Background: an optimization exercise with open tools, aiming at small area, a short achievable clock period and few clock cycles per item. Do not read the settings as production practice. At most, simulation tests tie the RTL to the original design; equivalence was not proved.

Design hsl_to_rgb_converter_unit, start of the top module:
module hsl_to_rgb_converter_unit #(
  parameter int FRACTION_BITS = hslrgb_pkg::FRACTION_BITS
) (
  input  logic             clk,
  input  logic             rst_n,
  input  logic             in_valid,
  output logic             in_stall,
  input  hslrgb_pkg::hsl_t in_data,
  output logic             out_valid,
  input  logic             out_stall,
  output hslrgb_pkg::rgb_t out_data
);
Size in the first run: about 1900 cells after synthesis, roughly 86 I/O pins, roughly 17000 um^2 of cells after synthesis.
==> flow/config.mk <==
export PLATFORM = sky130hd
export DESIGN_NAME = hsl_to_rgb_converter_unit
export DESIGN_NICKNAME = hsl_to_rgb_converter_unit
export VERILOG_FILES = /design/flow/design.v
export SDC_FILE = /design/flow/constraint.sdc
export NUM_CORES = 4
export LEC_CHECK = 0
export ABC_AREA = 1
export CAP_MARGIN = 20
export CORE_MARGIN = 2
export CORE_UTILIZATION = 40
export PLACE_DENSITY = 0.6
export SETUP_SLACK_MARGIN = 2.0
export SLEW_MARGIN = 20
==> flow/constraint.sdc <==
create_clock -name core_clock -period 7.0 [get_ports {clk}]
set_input_delay 1.4000 -clock core_clock [delete_from_list [all_inputs] [get_ports {clk}]]
set_output_delay 1.4000 -clock core_clock [all_outputs]
set_load 0.01 [all_outputs]
standard.sh (not shown) runs the stock make flow with config.mk's settings and CLKGATE_MAP_FILE= SYNTH_SCRIPT=/design/flow/synth_recipe.tcl, a recipe that flattens the netlist after the stock synthesis.
==> flow/flow/run.sh <==
#!/bin/bash
# The standard layout (the standard.sh: ORFS synthesis to finish) with two
# changes that keep the design and its registers as the standard synthesis
# makes them:
#  - after synthesis, flow/invopt.py removes inverters around full adders
#    (a full adder of inverted inputs gives inverted outputs), a purely
#    combinational rewrite of the netlist;
#  - the port buffers use the smallest plain buffer instead of the delay
#    buffer buffer_ports picks by default. Every port is still buffered.
set -euo pipefail
RES=orfs/results/${FLOW_PLATFORM:-sky130hd}/hsl_to_rgb_converter_unit/base
bash standard.sh synth > standard_synth.log 2>&1
cp $RES/1_2_yosys.v yosys_netlist_orig.v
if python3 flow/invopt.py yosys_netlist_orig.v yosys_netlist_opt.v > invopt.log 2>&1; then
  cp yosys_netlist_opt.v $RES/1_2_yosys.v
  rm -f $RES/1_synth.odb $RES/1_synth.sdc
fi
bash standard.sh "BUFFER_PORTS_ARGS=-buffer_cell sky130_fd_sc_hd__buf_1" finish > standard_flow.log 2>&1
Other scripts of this flow, unchanged in this note and not shown: flow/flow/invopt.py
Testbench counts at the start, summed over its fixed seeds: cycles 8,032, items 8,000.
Change:
--- a/flow/config.mk
+++ b/flow/config.mk
@@ -12,3 +12,3 @@
 export PLACE_DENSITY = 0.6
-export SETUP_SLACK_MARGIN = 2.0
+export SETUP_SLACK_MARGIN = 2.3
 export SLEW_MARGIN = 20
After rerunning: The new run completed without violations. Non-clock buffer count rises by 58. Final area rises by 4.4%. Global-route usage rises by 0.25 points. Area after synthesis does not change. Routed wire length rises by 3.0%. Flip-flop and latch count does not change. Fmax rises by 3.3%.
Change:
--- a/flow/config.mk
+++ b/flow/config.mk
@@ -7,3 +7,2 @@
 export LEC_CHECK = 0
-export ABC_AREA = 1
 export CAP_MARGIN = 20
@@ -12,3 +11,3 @@
 export PLACE_DENSITY = 0.6
-export SETUP_SLACK_MARGIN = 2.3
+export SETUP_SLACK_MARGIN = 2.0
 export SLEW_MARGIN = 20
Outcome: Area after synthesis rises by a few percent; global-route usage shrinks by 1.8 points; maximum frequency drops by a few percent; register-to-register slack got worse by 0.28 ns; utilization shrinks by 1.5 points; setup slack loses 0.28 ns; sequential cell count stays the same; sequential share of layout area drops by 0.50 points.
Change:
--- a/flow/config.mk
+++ b/flow/config.mk
@@ -7,2 +7,3 @@
 export LEC_CHECK = 0
+export ABC_AREA = 1
 export CAP_MARGIN = 20
@@ -11,3 +12,3 @@
 export PLACE_DENSITY = 0.6
-export SETUP_SLACK_MARGIN = 2.0
+export SETUP_SLACK_MARGIN = 2.2
 export SLEW_MARGIN = 20
Routed wire length rose by a few percent.
Setup slack gets better by 0.27 ns.
Count of clock-buffer cells in the layout fell by 2.
Cell area fell by a few percent.
Flip-flop and latch count does not change.
Critical path depth rose by 3.
Die area fell by a few percent.
Via count rose slightly.

========
hsl_to_rgb_converter_unit, a different RTL version from the one above (not shown whole).
Size: roughly 1900 cells after synthesis, about 86 I/O pins, ~18000 sq um of cells after synthesis.
export LEC_CHECK = 0
export ABC_AREA = 1
export CAP_MARGIN = 20
export CORE_MARGIN = 2
export CORE_UTILIZATION = 40
export PLACE_DENSITY = 0.6
export SETUP_SLACK_MARGIN = 2.0
export SLEW_MARGIN = 20
create_clock -name core_clock -period 7.0 [get_ports {clk}]
Scripts as last shown in full above: flow/flow/run.sh
Other scripts of this flow, unchanged in this note and not shown: flow/flow/invopt.py
The baseline produced a clean layout.
Testbench counts at the start, summed over its fixed seeds: cycles 8,032, items 8,000.
Rerun with:
Settings changed: PLACE_DENSITY 0.6 to 0.5.
Synthesized cell count stays the same.
Wire length increases by about 2.5%.
Final cell count decreases by about 0.3%.
Via count decreases by about 1.6%.
Critical path depth increases by 1.
Non-clock buffer count decreases by 6.
Rerun with:
Settings changed: PLACE_DENSITY 0.5 to 0.6, SETUP_SLACK_MARGIN 2.0 to 2.1.
After rerunning: Clock skew falls by 7.2 ps; global-route usage decreases by 0.61 points; design area rose by about 0.8%; maximum frequency is higher by about 3%; first-iteration DRC count came out higher by about 21%.
Rerun with:
Settings changed: CORE_UTILIZATION 40 to 50, PLACE_DENSITY 0.6 to 0.65, SETUP_SLACK_MARGIN 2.1 to 2.2.
After rerunning:
- The changed run ran to the end with no violations
- routed wire length came out lower by 4.7%
- via count came out lower by 1.5%
- cell count came out lower by 6.1%
- setup slack is worse by 19 ps
- fmax came out lower by 0.41%

========
## the reference run
hsl_to_rgb_converter_unit, a different RTL version from the one above (not shown whole).
Size: roughly 1900 cells after synthesis, ~86 I/O pins, ~18000 um2 of cells after synthesis.
export LEC_CHECK = 0
export ABC_AREA = 1
export CAP_MARGIN = 20
export CORE_MARGIN = 2
export CORE_UTILIZATION = 40
export PLACE_DENSITY = 0.6
export SETUP_SLACK_MARGIN = 2.0
export SLEW_MARGIN = 20
create_clock -name core_clock -period 7.0 [get_ports {clk}]
Scripts as last shown in full above: flow/flow/run.sh
Other scripts of this flow, unchanged in this note and not shown: flow/flow/invopt.py
The reference run went all the way through synthesis, placement and routing and the layout is clean on timing, DRC and antenna.
Inputs modified between the reference run and the trial run:
Settings: ABC_AREA removed (was 1).
### Flow results
Against the reference run, the trial run comes in 22 higher on non-clock buffer count.
[diff] setup slack, the trial run relative to the reference run: regression
Looking at the trial run and the reference run, the worst hold slack is a wash.
Reported for the trial run and the reference run, final max-slew violation count turned out identical to the last digit.
On total placed instance area, the trial run tracks the reference run almost exactly.
The reference run → the trial run: proportion of cell area occupied by registers now smaller; synthesized cell count now smaller.
Final critical path time including I/O delays and setup: the trial run > the reference run
Function was not checked in any run of this note: the RTL went through the layout flow alone.

-- what the ideal ports hide --
No port has a modelled driver above. Below, the same layouts with a new extraction and two added sets of constraints.
Step 1 sets driving cells, clkbuf_16 on the clock port and buf_2 on the other inputs (assumed; they add their load-dependent delay and slew).
Step 2 also shifts input and output timing later by t, the mid clock arrival at the registers, as if the neighbouring blocks saw the same clock.
Three values: ideal ports, drivers, drivers and shift; two values: the first two.
run | t, ns | setup WS [ns] | worst setup path at the end
the first run of note 1 | 0.513 | 2.200 / 2.200 / 2.104 | input to register
the second run of note 1 | 0.508 | 2.352 / 2.352 / 2.158 | input to register
the third run of note 1 | 0.530 | 2.072 / 2.072 / 2.072 | register to register
the fourth run of note 1 | 0.514 | 2.344 / 2.344 / 2.090 | input to register
the first run of note 2 | 0.532 | 2.240 / 2.240 / 2.240 | register to register
the second run of note 2 | 0.536 | 2.188 / 2.188 / 2.188 | register to register
the third run of note 2 | 0.538 | 2.331 / 2.331 / 2.331 | register to register
the fourth run of note 2 | 0.505 | 2.312 / 2.312 / 2.263 | input to register
the reference run | 0.511 | 2.193 / 2.193 / 2.086 | input to register
the trial run | 0.516 | 2.100 / 2.100 / 1.896 | input to register
After both steps every run listed still meets setup and hold. The setup slack of the fourth run of note 1, which loses most, moves by 0.000 ns with the drivers and by -0.254 ns with both steps.
